Background: an optimization exercise with open tools, aiming at small area, a short achievable clock period and few clock cycles per item. Do not read the settings as production practice.
Only simulation tests tie the RTL to the original design; equivalence was not proved.
Power and IR drop assume default switching activity.

### design/flow/config.mk
export PLATFORM = sky130hd
export DESIGN_NAME = ddr_persona_top
export DESIGN_NICKNAME = ddr_persona_top
export VERILOG_FILES = /design/flow/design.v
export SDC_FILE = /design/flow/constraint.sdc
export NUM_CORES = 4
export LEC_CHECK = 0
export CAP_MARGIN = 20
export CORE_MARGIN = 2
export CORE_UTILIZATION = 45
export SLEW_MARGIN = 20
### design/flow/constraint.sdc
create_clock -name core_clock -period 6.5 [get_ports {pr_region_clk}]
set_input_delay 1.3000 -clock core_clock [delete_from_list [all_inputs] [get_ports {pr_region_clk}]]
set_output_delay 1.3000 -clock core_clock [all_outputs]
set_load 0.01 [all_outputs]
### design/flow/design.v
`timescale 1ns/1ps
package ddr_persona_pkg;
   localparam int mem_addr_width = 6;
   localparam int mem_depth      = 1 << mem_addr_width;
   localparam int data_width     = 32;
   localparam int count_width    = 7;
   localparam int reg_addr_width = 3;
   localparam int hi_width       = data_width - mem_addr_width;
   localparam int ctrl_start_bit  = 0;
   localparam int ctrl_clr_bit    = 1;
   localparam int ctrl_inject_bit = 2;
   localparam int ctrl_verify_bit = 3;
   localparam int ctrl_wronly_bit = 4;
   localparam logic [reg_addr_width-1:0] reg_control       = 3'd0;
   localparam logic [reg_addr_width-1:0] reg_status        = 3'd1;
   localparam logic [reg_addr_width-1:0] reg_base          = 3'd2;
   localparam logic [reg_addr_width-1:0] reg_count         = 3'd3;
   localparam logic [reg_addr_width-1:0] reg_seed          = 3'd4;
   localparam logic [reg_addr_width-1:0] reg_error_count   = 3'd5;
   localparam logic [reg_addr_width-1:0] reg_words_checked = 3'd6;
endpackage
`timescale 1ns/1ps
import ddr_persona_pkg::*;
module persona_reg_decode (
   input  logic                      pr_region_clk,
   input  logic                      rst_n,
   input  logic [reg_addr_width-1:0] reg_address,
   input  logic                      reg_write,
   input  logic                      reg_read,
   input  logic [data_width-1:0]     reg_writedata,
   output logic [data_width-1:0]     reg_readdata,
   output logic                      start_run,
   output logic                      clear_run,
   output logic                      mode_wr,
   output logic                      mode_rd,
   output logic                      mode_inj,
   output logic [data_width-1:0]     base,
   output logic [count_width-1:0]    count,
   output logic [data_width-1:0]     seed,
   input  logic                      run_done,
   input  logic                      busy,
   input  logic                      done,
   input  logic                      pass,
   input  logic [count_width-1:0]    error_count,
   input  logic [count_width-1:0]    words_checked
);
   logic                   write_control;
   logic                   start_bit;
   logic                   inject_bit;
   logic                   verify_bit;
   logic                   wronly_bit;
   logic [data_width-1:0]  base_reg;
   logic [data_width-1:0]  seed_reg;
   logic [count_width-1:0] count_reg;
   logic [data_width-1:0]  rd_mux;
   assign write_control = reg_write && (reg_address == reg_control);
   assign start_run = write_control && reg_writedata[ctrl_start_bit] && !reg_writedata[ctrl_clr_bit];
   assign clear_run = write_control && reg_writedata[ctrl_clr_bit];
   assign mode_wr  = !reg_writedata[ctrl_verify_bit];
   assign mode_rd  = reg_writedata[ctrl_verify_bit] || !reg_writedata[ctrl_wronly_bit];
   assign mode_inj = reg_writedata[ctrl_inject_bit] && !reg_writedata[ctrl_verify_bit];
   always_ff @(posedge pr_region_clk or negedge rst_n) begin
      if (!rst_n) begin
         start_bit  <= 1'b0;
         inject_bit <= 1'b0;
         verify_bit <= 1'b0;
         wronly_bit <= 1'b0;
         base_reg   <= '0;
         seed_reg   <= '0;
         count_reg  <= '0;
      end else begin
         if (write_control) begin
            start_bit  <= reg_writedata[ctrl_start_bit] && !reg_writedata[ctrl_clr_bit];
            inject_bit <= reg_writedata[ctrl_inject_bit];
            verify_bit <= reg_writedata[ctrl_verify_bit];
            wronly_bit <= reg_writedata[ctrl_wronly_bit];
         end else if (run_done) begin
            start_bit <= 1'b0;
         end
         if (reg_write && (reg_address == reg_base)) base_reg <= reg_writedata;
         if (reg_write && (reg_address == reg_seed)) seed_reg <= reg_writedata;
         if (reg_write && (reg_address == reg_count)) begin
            if ((|reg_writedata[data_width-1:count_width]) ||
                (reg_writedata[count_width-1] && (|reg_writedata[count_width-2:0])))
               count_reg <= 7'd64;
            else
               count_reg <= reg_writedata[count_width-1:0];
         end
      end
   end
   always_comb begin
      rd_mux = '0;
      case (reg_address)
         reg_control:       rd_mux[4:0] = {wronly_bit, verify_bit, inject_bit, 1'b0, start_bit};
         reg_status:        rd_mux[2:0] = {pass, done, busy};
         reg_base:          rd_mux = base_reg;
         reg_count:         rd_mux[count_width-1:0] = count_reg;
         reg_seed:          rd_mux = seed_reg;
         reg_error_count:   rd_mux[count_width-1:0] = error_count;
         reg_words_checked: rd_mux[count_width-1:0] = words_checked;
         default:           rd_mux = '0;
      endcase
   end
   always_ff @(posedge pr_region_clk) begin
      reg_readdata <= rd_mux;
   end
   assign base  = base_reg;
   assign count = count_reg;
   assign seed  = seed_reg;
endmodule
`timescale 1ns/1ps
import ddr_persona_pkg::*;
module mem_access (
   input  logic pr_region_clk,
   input  logic rst_n,
   input  logic start_run,
   input  logic clear_run,
   input  logic mode_wr,
   input  logic mode_rd,
   input  logic mode_inj,
   output logic wr_step1,
   output logic wr_step2,
   output logic wr_step3,
   output logic cmp_step1,
   output logic cmp_step2,
   output logic cmp_step3,
   output logic inject,
   output logic busy,
   output logic run_done
);
   logic m_rd;
   logic m_inj;
   always_ff @(posedge pr_region_clk or negedge rst_n) begin
      if (!rst_n) begin
         wr_step1  <= 1'b0;
         wr_step2  <= 1'b0;
         wr_step3  <= 1'b0;
         cmp_step1 <= 1'b0;
         cmp_step2 <= 1'b0;
         cmp_step3 <= 1'b0;
         m_rd      <= 1'b0;
         m_inj     <= 1'b0;
      end else if (clear_run) begin
         wr_step1  <= 1'b0;
         wr_step2  <= 1'b0;
         wr_step3  <= 1'b0;
         cmp_step1 <= 1'b0;
         cmp_step2 <= 1'b0;
         cmp_step3 <= 1'b0;
      end else begin
         if (start_run) begin
            m_rd  <= mode_rd;
            m_inj <= mode_inj;
         end
         wr_step1  <= start_run && mode_wr;
         wr_step2  <= wr_step1;
         wr_step3  <= wr_step2 && m_inj;
         cmp_step1 <= (start_run && mode_rd && !mode_wr) || (wr_step1 && m_rd);
         cmp_step2 <= cmp_step1;
         cmp_step3 <= cmp_step2 && m_inj;
      end
   end
   assign inject = m_inj;
   assign busy   = wr_step1 || wr_step2 || wr_step3 || cmp_step1 || cmp_step2 || cmp_step3;
   assign run_done = !clear_run &&
                     ((wr_step2 && !m_inj && !m_rd) || (wr_step3 && !m_rd) ||
                      (cmp_step2 && !m_inj) || cmp_step3);
endmodule
`timescale 1ns/1ps
import ddr_persona_pkg::*;
module traffic_generator (
   input  logic                      pr_region_clk,
   input  logic [data_width-1:0]     base,
   input  logic [count_width-1:0]    count,
   input  logic [data_width-1:0]     seed,
   input  logic                      wr_step1,
   input  logic                      wr_step2,
   input  logic                      wr_step3,
   input  logic                      cmp_step1,
   input  logic                      cmp_step2,
   input  logic                      cmp_step3,
   input  logic                      inject,
   output logic [mem_depth-1:0]      cmp_valid,
   output logic [mem_depth-1:0]      mismatch
);
   logic [mem_addr_width-1:0] b;
   logic [hi_width-1:0]       s_hi;
   logic [mem_addr_width-1:0] s_lo;
   logic [mem_addr_width-1:0] d_q;       
   logic [mem_addr_width-1:0] dinj_q;    
   logic [hi_width-1:0]       s_hi1_q;   
   logic [mem_addr_width-1:0] run_end_q;
   logic                      run_wrap_q;
   logic                      run_full_q;
   logic [mem_addr_width-1:0] carry_lo_q;
   logic                      carry_wrap_q;
   logic [mem_addr_width:0]   run_sum;
   assign b    = base[mem_addr_width-1:0];
   assign s_hi = seed[data_width-1:mem_addr_width];
   assign s_lo = seed[mem_addr_width-1:0];
   assign run_sum = {1'b0, b} + {1'b0, count[mem_addr_width-1:0]};
   always_ff @(posedge pr_region_clk) begin
      d_q          <= s_lo - b;
      dinj_q       <= (s_lo ^ 6'd1) - b;
      s_hi1_q      <= s_hi + 1'b1;
      run_end_q    <= run_sum[mem_addr_width-1:0];
      run_wrap_q   <= run_sum[mem_addr_width];
      run_full_q   <= count[mem_addr_width];
      carry_lo_q   <= b - s_lo;
      carry_wrap_q <= (s_lo > b);
   end
   logic [data_width-1:0] wr_value;
   logic [data_width-1:0] cmp_value;
   assign wr_value  = {(wr_step1 ? s_hi1_q : s_hi), (wr_step3 ? dinj_q : d_q)};
   assign cmp_value = {(cmp_step1 ? s_hi1_q : s_hi), d_q};
   for (genvar a = 0; a < mem_depth; a++) begin : g_word
      logic ge_b, lt_end, ge_carry, is_b;
      logic in_run, in_carry, in_rest;
      logic wen;
      logic [data_width-1:0] word_q;
      assign ge_b     = (a >= b);
      assign is_b     = (a == b);
      assign lt_end   = (a < run_end_q);
      assign ge_carry = (a >= carry_lo_q);
      assign in_run   = run_full_q || (run_wrap_q ? (ge_b || lt_end) : (ge_b && lt_end));
      assign in_carry = carry_wrap_q ? (ge_carry || !ge_b) : (ge_carry && !ge_b);
      assign in_rest  = !in_carry && !(inject && is_b);
      assign wen = in_run && ((wr_step1 && in_carry) || (wr_step2 && in_rest) || (wr_step3 && is_b));
      assign cmp_valid[a] = in_run && ((cmp_step1 && in_carry) || (cmp_step2 && in_rest) || (cmp_step3 && is_b));
      assign mismatch[a]  = (word_q != cmp_value);
      always_ff @(posedge pr_region_clk) begin
         if (wen) word_q <= wr_value;
      end
   end
endmodule
`timescale 1ns/1ps
import ddr_persona_pkg::*;
module access_result (
   input  logic                   pr_region_clk,
   input  logic                   rst_n,
   input  logic                   start_run,
   input  logic                   clear_run,
   input  logic                   mode_rd,
   input  logic [count_width-1:0] count,
   input  logic                   cmp_step1,
   input  logic [mem_depth-1:0]   cmp_valid,
   input  logic [mem_depth-1:0]   mismatch,
   input  logic                   run_done,
   output logic [count_width-1:0] error_count,
   output logic [count_width-1:0] words_checked,
   output logic                   done,
   output logic                   pass
);
   localparam int n_part = 4;
   localparam int part_w = mem_depth / n_part;
   logic [mem_depth-1:0] miss_q;
   logic [4:0]           part_q [n_part];
   logic                 rd_q;
   always_ff @(posedge pr_region_clk) begin
      miss_q <= (miss_q & {mem_depth{!cmp_step1}}) | (cmp_valid & mismatch);
   end
   logic [4:0]           part_d [n_part];
   always_comb begin
      for (int p = 0; p < n_part; p++) begin
         part_d[p] = '0;
         for (int k = 0; k < part_w; k++) part_d[p] = part_d[p] + {4'd0, miss_q[p*part_w + k]};
      end
   end
   always_ff @(posedge pr_region_clk) begin
      for (int p = 0; p < n_part; p++) part_q[p] <= part_d[p];
   end
   always_ff @(posedge pr_region_clk or negedge rst_n) begin
      if (!rst_n) begin
         done          <= 1'b0;
         rd_q          <= 1'b0;
         words_checked <= '0;
      end else if (clear_run) begin
         done          <= 1'b0;
         rd_q          <= 1'b0;
         words_checked <= '0;
      end else if (start_run) begin
         done          <= 1'b0;
         rd_q          <= mode_rd;
         words_checked <= mode_rd ? count : '0;
      end else if (run_done) begin
         done          <= 1'b1;
      end
   end
   assign error_count = rd_q ? (7'(part_q[0]) + 7'(part_q[1]) + 7'(part_q[2]) + 7'(part_q[3])) : '0;
   assign pass        = done && !(rd_q && (|miss_q));
endmodule
`timescale 1ns/1ps
import ddr_persona_pkg::*;
module ddr_persona_top (
   input  logic                      pr_region_clk,
   input  logic                      rst_n,
   input  logic [reg_addr_width-1:0] reg_address,
   input  logic                      reg_write,
   input  logic                      reg_read,
   input  logic [data_width-1:0]     reg_writedata,
   output logic [data_width-1:0]     reg_readdata
);
   logic                   start_run;
   logic                   clear_run;
   logic                   mode_wr;
   logic                   mode_rd;
   logic                   mode_inj;
   logic [data_width-1:0]  base;
   logic [count_width-1:0] count;
   logic [data_width-1:0]  seed;
   logic                   run_done;
   logic                   busy;
   logic                   done;
   logic                   pass;
   logic [count_width-1:0] error_count;
   logic [count_width-1:0] words_checked;
   logic                   wr_step1, wr_step2, wr_step3;
   logic                   cmp_step1, cmp_step2, cmp_step3;
   logic                   inject;
   logic [mem_depth-1:0]   cmp_valid;
   logic [mem_depth-1:0]   mismatch;
   persona_reg_decode i_reg_decode (
      .pr_region_clk (pr_region_clk),
      .rst_n         (rst_n),
      .reg_address   (reg_address),
      .reg_write     (reg_write),
      .reg_read      (reg_read),
      .reg_writedata (reg_writedata),
      .reg_readdata  (reg_readdata),
      .start_run     (start_run),
      .clear_run     (clear_run),
      .mode_wr       (mode_wr),
      .mode_rd       (mode_rd),
      .mode_inj      (mode_inj),
      .base          (base),
      .count         (count),
      .seed          (seed),
      .run_done      (run_done),
      .busy          (busy),
      .done          (done),
      .pass          (pass),
      .error_count   (error_count),
      .words_checked (words_checked)
   );
   mem_access i_mem_access (
      .pr_region_clk (pr_region_clk),
      .rst_n         (rst_n),
      .start_run     (start_run),
      .clear_run     (clear_run),
      .mode_wr       (mode_wr),
      .mode_rd       (mode_rd),
      .mode_inj      (mode_inj),
      .wr_step1      (wr_step1),
      .wr_step2      (wr_step2),
      .wr_step3      (wr_step3),
      .cmp_step1     (cmp_step1),
      .cmp_step2     (cmp_step2),
      .cmp_step3     (cmp_step3),
      .inject        (inject),
      .busy          (busy),
      .run_done      (run_done)
   );
   traffic_generator i_traffic_gen (
      .pr_region_clk (pr_region_clk),
      .base          (base),
      .count         (count),
      .seed          (seed),
      .wr_step1      (wr_step1),
      .wr_step2      (wr_step2),
      .wr_step3      (wr_step3),
      .cmp_step1     (cmp_step1),
      .cmp_step2     (cmp_step2),
      .cmp_step3     (cmp_step3),
      .inject        (inject),
      .cmp_valid     (cmp_valid),
      .mismatch      (mismatch)
   );
   access_result i_access_result (
      .pr_region_clk (pr_region_clk),
      .rst_n         (rst_n),
      .start_run     (start_run),
      .clear_run     (clear_run),
      .mode_rd       (mode_rd),
      .count         (count),
      .cmp_step1     (cmp_step1),
      .cmp_valid     (cmp_valid),
      .mismatch      (mismatch),
      .run_done      (run_done),
      .error_count   (error_count),
      .words_checked (words_checked),
      .done          (done),
      .pass          (pass)
   );
endmodule
### design/flow/run.sh
#!/bin/bash
# synth_recipe.tcl (not shown) runs the flow's synth.tcl, then flattens the netlist and writes it again
# the make line also repeats each setting of config.mk as NAME=value (left out here)
make -C /OpenROAD-flow-scripts/flow DESIGN_CONFIG=/design/flow/config.mk WORK_HOME=/design/flow/orfs CLKGATE_MAP_FILE= SYNTH_SCRIPT=/design/flow/synth_recipe.tcl finish
==> flow_metrics.env, run 1 <==
export IMPL_largest_register_ffs=2048
export IMPL_via_per_inst=6.09
export IMPL_relSlewSlack_pct=16.0
export IMPL_end_kind="flop"
export IMPL_crit_arrival_ps=5360
export IMPL_io_buffers=69
export IMPL_slowest_stage="dfrtp_4"
export IMPL_intPower_uw=30800
export IMPL_clkSlewWorstSetupHoldPaths_ps=60
export IMPL_place_hpwl_um=207000
export IMPL_core_area_mm2=0.231
export IMPL_synth_flop_cell="edfxtp_1"
export IMPL_insertion_delay_ps=910
export IMPL_cts_root_buffer="clkbuf_16"
export IMPL_setup_slack_ps=1830
export IMPL_layout_drive_gt1_share_pct=10.6
export IMPL_synth_fp_nets=7433
export IMPL_fill_cells=19300
export IMPL_grt_pass1_vias=62200
export IMPL_async_reset_ff_share_pct=3.99
export IMPL_ys_warn_count=6
export IMPL_leakage_uw=0.0377
export IMPL_hold_viol=0
export IMPL_finalPower_uw=49400
export IMPL_status="complete, no violations"
export IMPL_switchingPower_uw=18600
export IMPL_drcViolationCount=0
export IMPL_hold_ws_ps=326
export IMPL_max_freq_mhz=214
export IMPL_worst_path_buf_inv=1
export IMPL_top_register="i_traffic_gen.g_word.word_q"
export IMPL_placementRows=176
export IMPL_grt_max_degree=131
export IMPL_antenna_found_initial=28
export IMPL_ys_ff_latch=2308
export IMPL_h_tree_depth=4
export IMPL_cts_tree="built"
export IMPL_netlist_area_mm2=0.105
export IMPL_syn_avg_cell_area_um2=14.4
export IMPL_max_vdd_ir_drop_v=0.000426
export IMPL_ys_seq_area_share_pct=64.2
export IMPL_cts_setup_buffers=0
export IMPL_synth_distinct_cells=85
export IMPL_power_frac_seq_pct=38.6
export IMPL_max_cap_viol_count=0
export IMPL_crit_required_ps=7190
export IMPL_cpMostUsedCell="nor4_1"
export IMPL_p_comb_share_pct=35.1
export IMPL_tightest_slew_ps=1250
export IMPL_layout_commonest_cell="edfxtp_1"
export IMPL_die_x_um=486
export IMPL_cts_resized=0
export IMPL_cts_buffers=232
export IMPL_clkPwrFrac_pct=26.3
export IMPL_startpoint_type="flop"
export IMPL_rsz0062_at_grt="no"
export IMPL_hp_class="in2async"
export IMPL_pin_count=71
export IMPL_grt_overflow_total=0
export IMPL_slowest_delay_ps=1060
export IMPL_p_sw_share_pct=37.7
export IMPL_synthesis_instances=7286
export IMPL_skew_ps=62.7
export IMPL_finalSetupTns_ps=0
export IMPL_route_vias_total=65000
export IMPL_wire_per_inst_um=34.4
export IMPL_holdBufCountCts=0
export IMPL_grt_total_usage_pct=30.5
export IMPL_first_iter_violations=7771
export IMPL_critPathKind="reg2reg"
export IMPL_reg_largest_list="i_traffic_gen.g_word.word_q: 2048 flops, i_access_result.miss_q: 64 flops"
export IMPL_ant_nets=0
export IMPL_syn2layout_area_growth_pct=12.6
export IMPL_nets=7579
export IMPL_crit_chain="mux2i_4, buf_4, xnor2_1, nor4_1, nand3_1, nor4_1, o32ai_1"
export IMPL_floorplan_die_height_um=486
export IMPL_powerDensity_mw_per_mm2=419
export IMPL_dieArea_mm2=0.236
export IMPL_final_cell_mix="2048 x edfxtp_1, 1294 x xnor2_1, 808 x xor2_1"
export IMPL_fin_crit_sh_pct=71.9
export IMPL_synth_edf_count=2048
export IMPL_routed_wl_um=367000
export IMPL_first_pass_iters=9
export IMPL_slew_viol_final=0
export IMPL_path_max_fanout=27
export IMPL_min_period_ps=4670
export IMPL_grt_pass1_wl_um=502000
export IMPL_clockBufferDepth=3
export IMPL_pre_cts_ws_ps=2000
export IMPL_crit_family="simple AND/OR/NAND/NOR gates"
export IMPL_setup_viol=0
export IMPL_initial_utilization_pct=45.4
export IMPL_clkSinkCount=2308
export IMPL_fin_util_pct=51.1
export IMPL_gp_congestion=1.03
-- stage by stage --
step / std cells / area, um2
CTS: 10600 / 117000
detailed placement: 10200 / 110000
floorplan: 7286 / 105000
global route: 10700 / 118000
finish: 10700 / 118000
global placement: 10200 / 110000
-- area by class of cell --
class	count	area [um2]	area share (%)
sequential	2308	67200	57.1
inverter	177	664	0.564
antenna	7	17.5	0.0149
clock buffer	318	6270	5.33
tap	3026	3790	3.21
clock inverter	113	1030	0.873
timing repair buffer	328	3750	3.18
multi-input combinational	4385	35100	29.8
-- per-layer routing --
metal	part of all wire, %	track usage (%)
met1	41	41.9
met2	46	48.6
met3	8.8	5.43
met4	4.1	11.4
met5	0.041	0
-- synth_stat cells (all sizes together), types with 38 or more instances --
master	instances	area, um2
nand3	103	515
nor2	171	644
buf	284	2280
a22o	50	438
inv	174	653
fa	51	1020
o21ai	105	526
clkbuf	132	495
nor3	87	447
maj3	93	933
nor4	344	2170
a31oi	46	288
nand4	276	1730
mux2i	38	380
o32ai	52	455
dfxtp	168	3360
xor2	808	7080
nand2	187	702
nor2b	40	250
xnor2	1294	11300
dfrtp	92	2300
ha	57	713
edfxtp	2048	61500
mux2	87	980
a21oi	204	1020
-- cell families (layout without fill, tap and decap cells) --
group | Yosys count | after routing | share of synthesized area [%]
and+or+nand+nor | 1298 | 1298 | 6.79
AOI/OAI and AO/OA | 657 | 657 | 4.21
buffers and inverters | 593 | 936 | 3.29
xor gates and xnor gates | 2102 | 2102 | 17.6
muxes | 127 | 127 | 1.34
adders and majority gates | 201 | 201 | 2.55
other | 0 | 7 | 0
DFF | 2308 | 2308 | 64.2
-- final timing paths --
path                                                    endpoint  cells past startpoint  slack (ps)                                   from
hold reg to reg                 i_traffic_gen.run_full_q$_DFF_P_                      0         420  i_reg_decode.count_reg[6]$_DFFE_PN0P_
hold / removal             i_reg_decode.base_reg[20]$_DFFE_PN0P_                      1         330                                  rst_n
min in group core_clock         i_traffic_gen.run_full_q$_DFF_P_                      0         420  i_reg_decode.count_reg[6]$_DFFE_PN0P_
max in group asynchronous         i_mem_access.m_inj$_DFFE_PN0P_                      2        4870                                  rst_n
setup / recovery              i_access_result.miss_q[15]$_DFF_P_                      7        1830       i_mem_access.cmp_step1$_DFF_PN0_
setup reg to reg              i_access_result.miss_q[15]$_DFF_P_                      7        1830       i_mem_access.cmp_step1$_DFF_PN0_
-- worst register-to-register path, delay by kind of cell, from the launching register on --
kind / cells / cell delay, ps
compound gates: 1 / 220
xor+xnor: 1 / 100
buf+inv: 1 / 460
flops: 1 / 1060
mux: 1 / 1130
simple gates: 3 / 1500
-- power by group through the flow --
stage                     clock, uW  sequential, uW  combinational [uW]
after floorplan                   0           18600               10300
after global placement            0           19300               16700
after detailed placement          0           19400               16900
after CTS                     13100           19000               17000
after global routing          13700           19100               18300
final                         13000           19100               17300
Testbench counts, summed over its fixed seeds: cycles 10,120, words 40,972.
==> run 2: changes to the inputs <==
--- a/design/flow/design.v
+++ b/design/flow/design.v
@@ -39,2 +39,5 @@
    output logic [data_width-1:0]     seed,
+   output logic [data_width-1:0]     base_next,
+   output logic [count_width-1:0]    count_next,
+   output logic [data_width-1:0]     seed_next,
    input  logic                      run_done,
@@ -61,2 +64,16 @@
    assign mode_inj = reg_writedata[ctrl_inject_bit] && !reg_writedata[ctrl_verify_bit];
+   always_comb begin
+      base_next  = base_reg;
+      seed_next  = seed_reg;
+      count_next = count_reg;
+      if (reg_write && (reg_address == reg_base)) base_next = reg_writedata;
+      if (reg_write && (reg_address == reg_seed)) seed_next = reg_writedata;
+      if (reg_write && (reg_address == reg_count)) begin
+         if ((|reg_writedata[data_width-1:count_width]) ||
+             (reg_writedata[count_width-1] && (|reg_writedata[count_width-2:0])))
+            count_next = 7'd64;
+         else
+            count_next = reg_writedata[count_width-1:0];
+      end
+   end
    always_ff @(posedge pr_region_clk or negedge rst_n) begin
@@ -79,11 +96,5 @@
          end
-         if (reg_write && (reg_address == reg_base)) base_reg <= reg_writedata;
-         if (reg_write && (reg_address == reg_seed)) seed_reg <= reg_writedata;
-         if (reg_write && (reg_address == reg_count)) begin
-            if ((|reg_writedata[data_width-1:count_width]) ||
-                (reg_writedata[count_width-1] && (|reg_writedata[count_width-2:0])))
-               count_reg <= 7'd64;
-            else
-               count_reg <= reg_writedata[count_width-1:0];
-         end
+         base_reg  <= base_next;
+         seed_reg  <= seed_next;
+         count_reg <= count_next;
       end
@@ -134,3 +145,2 @@
       if (!rst_n) begin
-         wr_step1  <= 1'b0;
          wr_step2  <= 1'b0;
@@ -143,3 +153,2 @@
       end else if (clear_run) begin
-         wr_step1  <= 1'b0;
          wr_step2  <= 1'b0;
@@ -154,6 +163,5 @@
          end
-         wr_step1  <= start_run && mode_wr;
-         wr_step2  <= wr_step1;
+         wr_step2  <= start_run && mode_wr;
          wr_step3  <= wr_step2 && m_inj;
-         cmp_step1 <= (start_run && mode_rd && !mode_wr) || (wr_step1 && m_rd);
+         cmp_step1 <= start_run && mode_rd;
          cmp_step2 <= cmp_step1;
@@ -162,6 +170,7 @@
    end
-   assign inject = m_inj;
-   assign busy   = wr_step1 || wr_step2 || wr_step3 || cmp_step1 || cmp_step2 || cmp_step3;
+   assign wr_step1 = start_run && mode_wr;
+   assign inject   = m_inj;
+   assign busy     = wr_step2 || wr_step3 || cmp_step1 || cmp_step2 || cmp_step3;
    assign run_done = !clear_run &&
-                     ((wr_step2 && !m_inj && !m_rd) || (wr_step3 && !m_rd) ||
+                     ((!m_rd && ((wr_step2 && !m_inj) || wr_step3)) ||
                       (cmp_step2 && !m_inj) || cmp_step3);
@@ -172,5 +181,10 @@
    input  logic                      pr_region_clk,
+   input  logic                      rst_n,
    input  logic [data_width-1:0]     base,
-   input  logic [count_width-1:0]    count,
    input  logic [data_width-1:0]     seed,
+   input  logic [data_width-1:0]     base_next,
+   input  logic [count_width-1:0]    count_next,
+   input  logic [data_width-1:0]     seed_next,
+   input  logic                      start_run,
+   input  logic                      mode_rd,
    input  logic                      wr_step1,
@@ -188,32 +202,52 @@
    logic [mem_addr_width-1:0] s_lo;
-   logic [mem_addr_width-1:0] d_q;       
-   logic [mem_addr_width-1:0] dinj_q;    
-   logic [hi_width-1:0]       s_hi1_q;   
-   logic [mem_addr_width-1:0] run_end_q;
+   logic [mem_addr_width-1:0] b_n;
+   logic [hi_width-1:0]       s_hi_n;
+   logic [mem_addr_width-1:0] s_lo_n;
+   logic [mem_addr_width:0]   run_sum_n;
+   assign b      = base[mem_addr_width-1:0];
+   assign s_hi   = seed[data_width-1:mem_addr_width];
+   assign s_lo   = seed[mem_addr_width-1:0];
+   assign b_n    = base_next[mem_addr_width-1:0];
+   assign s_hi_n = seed_next[data_width-1:mem_addr_width];
+   assign s_lo_n = seed_next[mem_addr_width-1:0];
+   assign run_sum_n = {1'b0, b_n} + {1'b0, count_next[mem_addr_width-1:0]};
+   logic [mem_addr_width-1:0] run_end_q;     
    logic                      run_wrap_q;
    logic                      run_full_q;
-   logic [mem_addr_width-1:0] carry_lo_q;
+   logic [mem_addr_width-1:0] carry_lo_q;    
    logic                      carry_wrap_q;
-   logic [mem_addr_width:0]   run_sum;
-   assign b    = base[mem_addr_width-1:0];
-   assign s_hi = seed[data_width-1:mem_addr_width];
-   assign s_lo = seed[mem_addr_width-1:0];
-   assign run_sum = {1'b0, b} + {1'b0, count[mem_addr_width-1:0]};
+   logic [mem_addr_width-1:0] d_q;           
+   logic [hi_width-1:0]       s_hi1_q;       
+   always_ff @(posedge pr_region_clk or negedge rst_n) begin
+      if (!rst_n) begin
+         run_end_q    <= '0;
+         run_wrap_q   <= 1'b0;
+         run_full_q   <= 1'b0;
+         carry_lo_q   <= '0;
+         carry_wrap_q <= 1'b0;
+         d_q          <= '0;
+         s_hi1_q      <= {{(hi_width-1){1'b0}}, 1'b1};
+      end else begin
+         run_end_q    <= run_sum_n[mem_addr_width-1:0];
+         run_wrap_q   <= run_sum_n[mem_addr_width];
+         run_full_q   <= count_next[mem_addr_width];
+         carry_lo_q   <= b_n - s_lo_n;
+         carry_wrap_q <= (s_lo_n > b_n);
+         d_q          <= s_lo_n - b_n;
+         s_hi1_q      <= s_hi_n + 1'b1;
+      end
+   end
+   logic [hi_width-1:0]       cmp_hi_q;
+   logic [mem_addr_width-1:0] dinj;
+   logic [data_width-1:0]     wr_value;
+   logic [data_width-1:0]     cmp_value;
    always_ff @(posedge pr_region_clk) begin
-      d_q          <= s_lo - b;
-      dinj_q       <= (s_lo ^ 6'd1) - b;
-      s_hi1_q      <= s_hi + 1'b1;
-      run_end_q    <= run_sum[mem_addr_width-1:0];
-      run_wrap_q   <= run_sum[mem_addr_width];
-      run_full_q   <= count[mem_addr_width];
-      carry_lo_q   <= b - s_lo;
-      carry_wrap_q <= (s_lo > b);
-   end
-   logic [data_width-1:0] wr_value;
-   logic [data_width-1:0] cmp_value;
-   assign wr_value  = {(wr_step1 ? s_hi1_q : s_hi), (wr_step3 ? dinj_q : d_q)};
-   assign cmp_value = {(cmp_step1 ? s_hi1_q : s_hi), d_q};
+      cmp_hi_q <= (start_run && mode_rd) ? s_hi1_q : s_hi;
+   end
+   assign dinj      = (s_lo ^ 6'd1) - b;
+   assign wr_value  = {((wr_step2 || wr_step3) ? s_hi : s_hi1_q), (wr_step3 ? dinj : d_q)};
+   assign cmp_value = {cmp_hi_q, d_q};
    for (genvar a = 0; a < mem_depth; a++) begin : g_word
       logic ge_b, lt_end, ge_carry, is_b;
-      logic in_run, in_carry, in_rest;
+      logic in_run, in_carry, sel1, sel2, sel3;
       logic wen;
@@ -226,5 +260,7 @@
       assign in_carry = carry_wrap_q ? (ge_carry || !ge_b) : (ge_carry && !ge_b);
-      assign in_rest  = !in_carry && !(inject && is_b);
-      assign wen = in_run && ((wr_step1 && in_carry) || (wr_step2 && in_rest) || (wr_step3 && is_b));
-      assign cmp_valid[a] = in_run && ((cmp_step1 && in_carry) || (cmp_step2 && in_rest) || (cmp_step3 && is_b));
+      assign sel1     = in_run && in_carry;
+      assign sel2     = in_run && !in_carry && !(inject && is_b);
+      assign sel3     = in_run && is_b;
+      assign wen = (wr_step1 && sel1) || (wr_step2 && sel2) || (wr_step3 && sel3);
+      assign cmp_valid[a] = (cmp_step1 && sel1) || (cmp_step2 && sel2) || (cmp_step3 && sel3);
       assign mismatch[a]  = (word_q != cmp_value);
@@ -262,7 +298,16 @@
    logic [4:0]           part_d [n_part];
-   always_comb begin
-      for (int p = 0; p < n_part; p++) begin
-         part_d[p] = '0;
-         for (int k = 0; k < part_w; k++) part_d[p] = part_d[p] + {4'd0, miss_q[p*part_w + k]};
+   for (genvar p = 0; p < n_part; p++) begin : g_part
+      logic [1:0] c2 [8];
+      logic [2:0] c4 [4];
+      logic [3:0] c8 [2];
+      for (genvar k = 0; k < 8; k++) begin : g_c2
+         assign c2[k] = {1'b0, miss_q[p*part_w + 2*k]} + {1'b0, miss_q[p*part_w + 2*k + 1]};
+      end
+      for (genvar k = 0; k < 4; k++) begin : g_c4
+         assign c4[k] = {1'b0, c2[2*k]} + {1'b0, c2[2*k + 1]};
+      end
+      for (genvar k = 0; k < 2; k++) begin : g_c8
+         assign c8[k] = {1'b0, c4[2*k]} + {1'b0, c4[2*k + 1]};
       end
+      assign part_d[p] = {1'b0, c8[0]} + {1'b0, c8[1]};
    end
@@ -310,2 +355,5 @@
    logic [data_width-1:0]  seed;
+   logic [data_width-1:0]  base_next;
+   logic [count_width-1:0] count_next;
+   logic [data_width-1:0]  seed_next;
    logic                   run_done;
@@ -337,2 +385,5 @@
       .seed          (seed),
+      .base_next     (base_next),
+      .count_next    (count_next),
+      .seed_next     (seed_next),
       .run_done      (run_done),
@@ -364,5 +415,10 @@
       .pr_region_clk (pr_region_clk),
+      .rst_n         (rst_n),
       .base          (base),
-      .count         (count),
       .seed          (seed),
+      .base_next     (base_next),
+      .count_next    (count_next),
+      .seed_next     (seed_next),
+      .start_run     (start_run),
+      .mode_rd       (mode_rd),
       .wr_step1      (wr_step1),
--- a/design/flow/config.mk
+++ b/design/flow/config.mk
@@ -10,2 +10,5 @@
 export CORE_UTILIZATION = 45
+export CTS_BUF_LIST = sky130_fd_sc_hd__clkbuf_8
+export SETUP_SLACK_MARGIN = 3.5
 export SLEW_MARGIN = 20
+export TNS_END_PERCENT = 10
==> flow_metrics.env, run 2 <==
export IMPL_synth_flop_cell="edfxtp_1"
export IMPL_ys_warn_count=18
export IMPL_first_iter_violations=9749
export IMPL_first_pass_iters=9
export IMPL_gp_congestion=1.02
export IMPL_cts_tree="built"
export IMPL_antenna_found_initial=43
export IMPL_fin_crit_sh_pct=53.6
export IMPL_route_vias_total=69400
export IMPL_status="complete, no violations"
export IMPL_via_per_inst=6.20
export IMPL_powerDensity_mw_per_mm2=431
export IMPL_grt_pass1_vias=65900
export IMPL_pin_count=71
export IMPL_layout_drive_gt1_share_pct=14.7
export IMPL_placementRows=176
export IMPL_holdBufCountCts=0
export IMPL_ant_nets=0
export IMPL_initial_utilization_pct=45.3
export IMPL_floorplan_die_height_um=486
export IMPL_top_register="i_traffic_gen.g_word.word_q"
export IMPL_insertion_delay_ps=1140
export IMPL_synth_top_area_cell="edfxtp_1"
export IMPL_drcViolationCount=0
export IMPL_clockBufferDepth=4
export IMPL_grt_total_usage_pct=33.4
export IMPL_leakage_uw=0.0422
export IMPL_synth_fp_nets=7584
export IMPL_crit_required_ps=7490
export IMPL_die_x_um=486
export IMPL_slew_viol_final=0
export IMPL_crit_arrival_ps=4480
export IMPL_hold_viol=0
export IMPL_skew_ps=103
export IMPL_finalSetupTns_ps=0
export IMPL_hp_class="in2async"
export IMPL_clkSinkCount=2326
export IMPL_dieArea_mm2=0.236
export IMPL_netlist_area_mm2=0.105
export IMPL_synth_top_cell_area_share_pct=58.8
export IMPL_cts_root_buffer="clkbuf_8"
export IMPL_setup_viol=0
export IMPL_reg_largest_list="i_traffic_gen.g_word.word_q: 2048 flops, i_access_result.miss_q: 64 flops"
export IMPL_ys_ff_latch=2326
export IMPL_max_cap_viol_count=0
export IMPL_relSlewSlack_pct=20.9
export IMPL_h_tree_depth=5
export IMPL_grt_max_degree=99
export IMPL_max_vdd_ir_drop_v=0.000397
export IMPL_fin_util_pct=52.0
export IMPL_ys_seq_area_share_pct=64.8
export IMPL_synthTopCellsByCount="2048 x edfxtp_1, 1484 x xor2_1, 618 x xnor2_1, 424 x nor4_1, 327 x nand2_1"
export IMPL_io_buffers=69
export IMPL_synth_edf_count=2048
export IMPL_wire_per_inst_um=36.1
export IMPL_path_max_fanout=2
export IMPL_async_reset_ff_share_pct=5.85
export IMPL_syn_avg_cell_area_um2=14.1
export IMPL_largest_register_ffs=2048
export IMPL_final_cell_mix="2048 x edfxtp_1, 1484 x xor2_1, 613 x xnor2_1"
export IMPL_yosysMostFrequentCell="edfxtp_1"
export IMPL_synth_area_leaders="edfxtp_1 59%, xor2_1 12%, xnor2_1 5.2%"
export IMPL_tightest_slew_ps=1180
export IMPL_synthesis_instances=7437
export IMPL_layout_commonest_cell="edfxtp_1"
export IMPL_core_area_mm2=0.231
export IMPL_routed_wl_um=404000
export IMPL_critPathKind="reg2reg"
export IMPL_min_period_ps=3490
export IMPL_grt_pass1_wl_um=543000
export IMPL_max_freq_mhz=287
export IMPL_place_hpwl_um=222000
export IMPL_syn2layout_area_growth_pct=14.6
export IMPL_startpoint_type="flop"
export IMPL_clkSlewWorstSetupHoldPaths_ps=60
export IMPL_nets=8013
export IMPL_grt_overflow_total=0
export IMPL_synth_distinct_cells=90
export IMPL_end_kind="flop"
export IMPL_rsz0062_at_grt="yes"
export IMPL_cts_buffers=401
[run 2: final cells by class]
| type | count | area (um2) |
|---|---|---|
| Multi-Input combinational cell | 4546 | 35700 |
| Timing Repair inverter | 2 | 20.0 |
| Inverter | 162 | 651 |
| Clock buffer | 422 | 5810 |
| Timing Repair Buffer | 427 | 4380 |
| Clock inverter | 269 | 1460 |
| Sequential cell | 2326 | 68000 |
| Tap cell | 3026 | 3790 |
| Antenna cell | 9 | 22.5 |
| Fill cell | 19300 | 111000 |
[run 2: final timing paths]
| path | to | from | slack [ps] | cells past startpoint |
|---|---|---|---|---|
| max in group asynchronous | i_traffic_gen.d_q[1]$_DFF_PN0_ | rst_n | 5010 | 2 |
| hold reg to reg | i_traffic_gen.cmp_hi_q[1]$_DFF_P_ | i_traffic_gen.s_hi1_q[1]$_DFF_PN0_ | 460 | 2 |
| setup reg to reg | i_access_result.part_q[3][4]$_DFF_P_ | i_access_result.miss_q[51]$_DFF_P_ | 3010 | 11 |
| hold / removal | i_reg_decode.seed_reg[26]$_DFF_PN0_ | rst_n | 270 | 1 |
| setup / recovery | i_access_result.part_q[3][4]$_DFF_P_ | i_access_result.miss_q[51]$_DFF_P_ | 3010 | 11 |
| min in group core_clock | i_traffic_gen.cmp_hi_q[1]$_DFF_P_ | i_traffic_gen.s_hi1_q[1]$_DFF_PN0_ | 460 | 2 |
[run 2: power breakdown]
| part | leakage [uW] | internal [uW] | switching [uW] |
|---|---|---|---|
| Clock | 0.00424 | 6470 | 6020 |
| Combinational | 0.0165 | 6380 | 12400 |
| Sequential | 0.0215 | 18600 | 1710 |
[run 2: logic make-up after synthesis]
group	synth area share, %
compound gates	4.49
xor+xnor	17.6
fa+ha+maj	2.52
buf+inv	2.20
flops	64.8
mux	1.08
simple gates	7.29
[run 2: routing by layer]
layer	up-vias	global-route usage [%]	part of all wire, %
li1	28000	-	-
met1	36100	44.4	38
met2	4369	53.7	46
met3	930	6.85	11
met4	12	12.8	4.6
met5	-	0	0.021
[run 2: timing repair]
action / in CTS / in global routing
resized for setup: 165 / 142
endpoints found under the setup margin: 2748 / 2661
pin swaps: 26 / 42
endpoints found under the hold margin: 0 / 0
setup buffers: 45 / 47
cloned: 11 / 1
[run 2: critical path, cell delays in order (launching register included)]
cell     delay [ps]
dfxtp_4         380
fa_2            620
fa_1            460
fa_1            530
inv_2            40
fa_1            430
inv_1            70
ha_2            180
inv_2            40
fa_2            360
nor2b_1         120
o21a_1          130
[run 2: metrics by stage]
step / std cells / setup slack [ps] / cell area [um2] / total power (uW) / hold WS, ps
floorplan: 7437 / 2510 / 105000 / 29300 / 427
global placement: 10400 / 1130 / 110000 / 36900 / 446
detailed placement: 10400 / 1140 / 110000 / 37100 / 444
CTS: 11100 / 3030 / 119000 / 50200 / 225
global route: 11200 / 2930 / 120000 / 53100 / 295
finish: 11200 / 3010 / 120000 / 51600 / 268
Testbench counts of run 2, summed over its fixed seeds: cycles 9,741, words 40,972.
==> run 3: changes to the inputs <==
--- a/design/flow/config.mk
+++ b/design/flow/config.mk
@@ -10,3 +10,2 @@
 export CORE_UTILIZATION = 45
-export CTS_BUF_LIST = sky130_fd_sc_hd__clkbuf_8
 export SETUP_SLACK_MARGIN = 3.5
==> flow_metrics.env, run 3 <==
export IMPL_first_iter_violations=10100
export IMPL_cp_startpoint="i_traffic_gen.carry_lo_q[5]$_DFF_PN0_"
export IMPL_r2r_cells=8
export IMPL_synth_top_cell_area_share_pct=58.8
export IMPL_clkSinkCount=2326
export IMPL_clockBufferDepth=3
export IMPL_slew_viol_final=0
export IMPL_finalSetupTns_ps=0
export IMPL_ant_nets=0
export IMPL_worst_hold_path_endpoint="i_traffic_gen.cmp_hi_q[6]$_DFF_P_"
export IMPL_syn_avg_cell_area_um2=14.1
export IMPL_yosysMostFrequentCell="edfxtp_1"
export IMPL_synthesis_instances=7437
export IMPL_synth_top_area_cell="edfxtp_1"
export IMPL_path_max_fanout=34
export IMPL_grt_max_degree=99
export IMPL_fin_crit_sh_pct=53.6
export IMPL_placementRows=176
export IMPL_use_met1_pct=44.3
export IMPL_end_kind="flop"
export IMPL_grt_total_usage_pct=33.0
export IMPL_synth_distinct_cells=90
export IMPL_via_per_inst=6.25
export IMPL_insertion_delay_ps=930
export IMPL_hold_depth=2
export IMPL_rr_endpoint="i_traffic_gen.g_word[61].word_q[25]$_DFFE_PP_"
export IMPL_die_x_um=486
export IMPL_hold_viol=0
export IMPL_nets=7842
export IMPL_syn2layout_area_growth_pct=15.1
export IMPL_crit_required_ps=7070
export IMPL_cts_buffers=234
export IMPL_final_area_mm2=0.120
export IMPL_max_vdd_ir_drop_v=0.000414
export IMPL_use_met2_pct=53.6
export IMPL_pin_count=71
export IMPL_io_buffers=69
export IMPL_grt_pass1_wl_um=538000
export IMPL_route_vias_total=68300
export IMPL_first_pass_iters=6
export IMPL_critPathKind="reg2reg"
export IMPL_netlist_area_mm2=0.105
export IMPL_skew_ps=84.6
export IMPL_dieArea_mm2=0.236
export IMPL_powerDensity_mw_per_mm2=437
export IMPL_grtUsageMet3_pct=6.02
export IMPL_relSlewSlack_pct=21.6
export IMPL_startpoint_type="flop"
export IMPL_status="complete, no violations"
export IMPL_initial_utilization_pct=45.3
export IMPL_grt_overflow_total=0
export IMPL_synthTopCellsByCount="2048 x edfxtp_1, 1484 x xor2_1, 618 x xnor2_1, 424 x nor4_1, 327 x nand2_1"
export IMPL_crit_arrival_ps=4050
export IMPL_synth_fp_nets=7584
export IMPL_reg_largest_list="i_traffic_gen.g_word.word_q: 2048 flops, i_access_result.miss_q: 64 flops"
export IMPL_place_area_mm2=0.110
export IMPL_layout_drive_gt1_share_pct=13.4
export IMPL_routed_wl_um=400000
export IMPL_leakage_uw=0.0419
export IMPL_hp_start="i_traffic_gen.s_hi1_q[6]$_DFF_PN0_"
export IMPL_wire_per_inst_um=36.6
export IMPL_final_cell_mix="2048 x edfxtp_1, 1484 x xor2_1, 614 x xnor2_1"
export IMPL_top_usage_layer="met2"
export IMPL_core_area_mm2=0.231
export IMPL_cts_root_buffer="clkbuf_16"
export IMPL_tightest_slew_ps=1170
export IMPL_min_period_ps=3480
export IMPL_largest_register_ffs=2048
export IMPL_ys_seq_area_share_pct=64.8
export IMPL_ys_warn_count=18
export IMPL_clkSlewWorstSetupHoldPaths_ps=60
export IMPL_h_tree_depth=4
export IMPL_antenna_found_initial=39
export IMPL_place_hpwl_um=222000
export IMPL_setup_viol=0
export IMPL_cts_tree="built"
export IMPL_synth_flop_cell="edfxtp_1"
export IMPL_layout_commonest_cell="edfxtp_1"
export IMPL_floorplan_die_height_um=486
export IMPL_drcViolationCount=0
export IMPL_gp_congestion=1.02
export IMPL_reg2reg_setup_slack_ps=3020
export IMPL_max_freq_mhz=287
export IMPL_synth_edf_count=2048
export IMPL_top_register="i_traffic_gen.g_word.word_q"
export IMPL_async_reset_ff_share_pct=5.85
export IMPL_max_cap_viol_count=0
export IMPL_finalPower_uw=52600
export IMPL_r2r_start="i_traffic_gen.carry_lo_q[5]$_DFF_PN0_"
export IMPL_rsz0062_at_grt="yes"
export IMPL_holdBufCountCts=0
export IMPL_synth_area_leaders="edfxtp_1 59%, xor2_1 12%, xnor2_1 5.2%"
export IMPL_hp_class="reg2reg"
export IMPL_grt_pass1_vias=64600
export IMPL_ys_ff_latch=2326
run 3: layout make-up:
class	instances	area (um2)
flip-flops and latches	2326	68000
well taps	3026	3790
repair buffers	422	4460
inverters	162	639
clock buffers	307	6390
clock inverters	132	1410
repair inverters	3	28.8
diodes	11	27.5
multi-input cells	4546	35600
fillers	19100	110000
run 3: metal layers:
layer  routed length, um  up-vias
met5                  27        -
met4               17000        4
met3               41100      834
met2              188000     4206
met1              155000    35700
li1                    -    27600
run 3: worst max-delay path by stage:
stage,endpoint
after floorplan,i_traffic_gen.g_word[18].word_q[0]$_DFFE_PP_
after global placement,i_traffic_gen.run_wrap_q$_DFF_PN0_
after detailed placement,i_traffic_gen.carry_wrap_q$_DFF_PN0_
after CTS,i_access_result.part_q[2][4]$_DFF_P_
after global routing,i_access_result.part_q[2][4]$_DFF_P_
final,i_traffic_gen.g_word[61].word_q[25]$_DFFE_PP_
run 3: per-stage QoR:
stage	setup WS [ps]	hold WS, ps	util, %	std cells
floorplan	2510	427	-	7437
global placement	1130	446	47.9	10400
detailed placement	1140	444	47.9	10400
CTS	3050	450	51.8	10900
global route	3010	470	52.2	10900
finish	3020	452	52.2	10900
run 3: logic make-up after synthesis:
| kind of cell | Yosys count | share of synthesized area, % |
|---|---|---|
| adder cells (fa/ha/maj) | 198 | 2.52 |
| XOR/XNOR | 2102 | 17.6 |
| buffers and inverters | 570 | 2.20 |
| AO/OA/AOI/OAI | 699 | 4.49 |
| flip-flops | 2326 | 64.8 |
| AND/OR/NAND/NOR | 1438 | 7.29 |
| multiplexers | 104 | 1.08 |
run 3: where the power goes:
group | internal, uW | switching [uW]
registers | 18600 | 1680
logic | 6270 | 12300
clock network | 7740 | 6020
run 3: worst max-delay path, stage by stage, from the launching register on:
cell,delay [ps]
dfrtp_2,390
buf_4,430
and2_2,610
nand2_1,380
maj3_1,530
nor2_1,140
a221oi_1,80
nor2_4,110
buf_4,380
run 3: what timing repair did:
| item | CTS | global route |
|---|---|---|
| gates cloned | 10 | 4 |
| endpoints found under the hold margin | 0 | 0 |
| setup endpoints to repair | 2785 | 2688 |
| buffers inserted | 53 | 33 |
| pin swaps | 32 | 33 |
| resized for setup | 179 | 159 |

-- what the ideal ports hide --
How much do the figures lean on ideal ports? The routed layouts below were timed once more, with nothing changed but the port constraints. Step 1 sets driving cells, clkbuf_16 on the clock port and buf_2 on the other inputs (assumed; they add their load-dependent delay and slew). Step 2 adds t to the input delays and takes it off the output delays; t is the mean of the earliest and latest rising clock arrival at the registers after step 1. Input paths then give back, and output paths get back, about the clock's delay inside the block. Three values: no drivers, after step 1, after step 2; two values: the first two.
run	t, ns	setup slack, ns	worst setup path at the end	clock arrival spread, ns	worst register clock-pin slew, ns
run 1	0.974	1.827 / 1.827 / 1.827	register to register	0.064 / 0.063	0.07 / 0.07
run 2	1.192	3.014 / 3.014 / 2.210	input to register	0.128 / 0.129	0.08 / 0.08
run 3	0.988	3.017 / 3.017 / 2.364	input to register	0.098 / 0.099	0.07 / 0.07
After both steps every run listed still meets setup and hold. For run 2, which loses most, drivers alone change the setup slack by 0.000 ns; drivers and shift together by -0.804 ns.
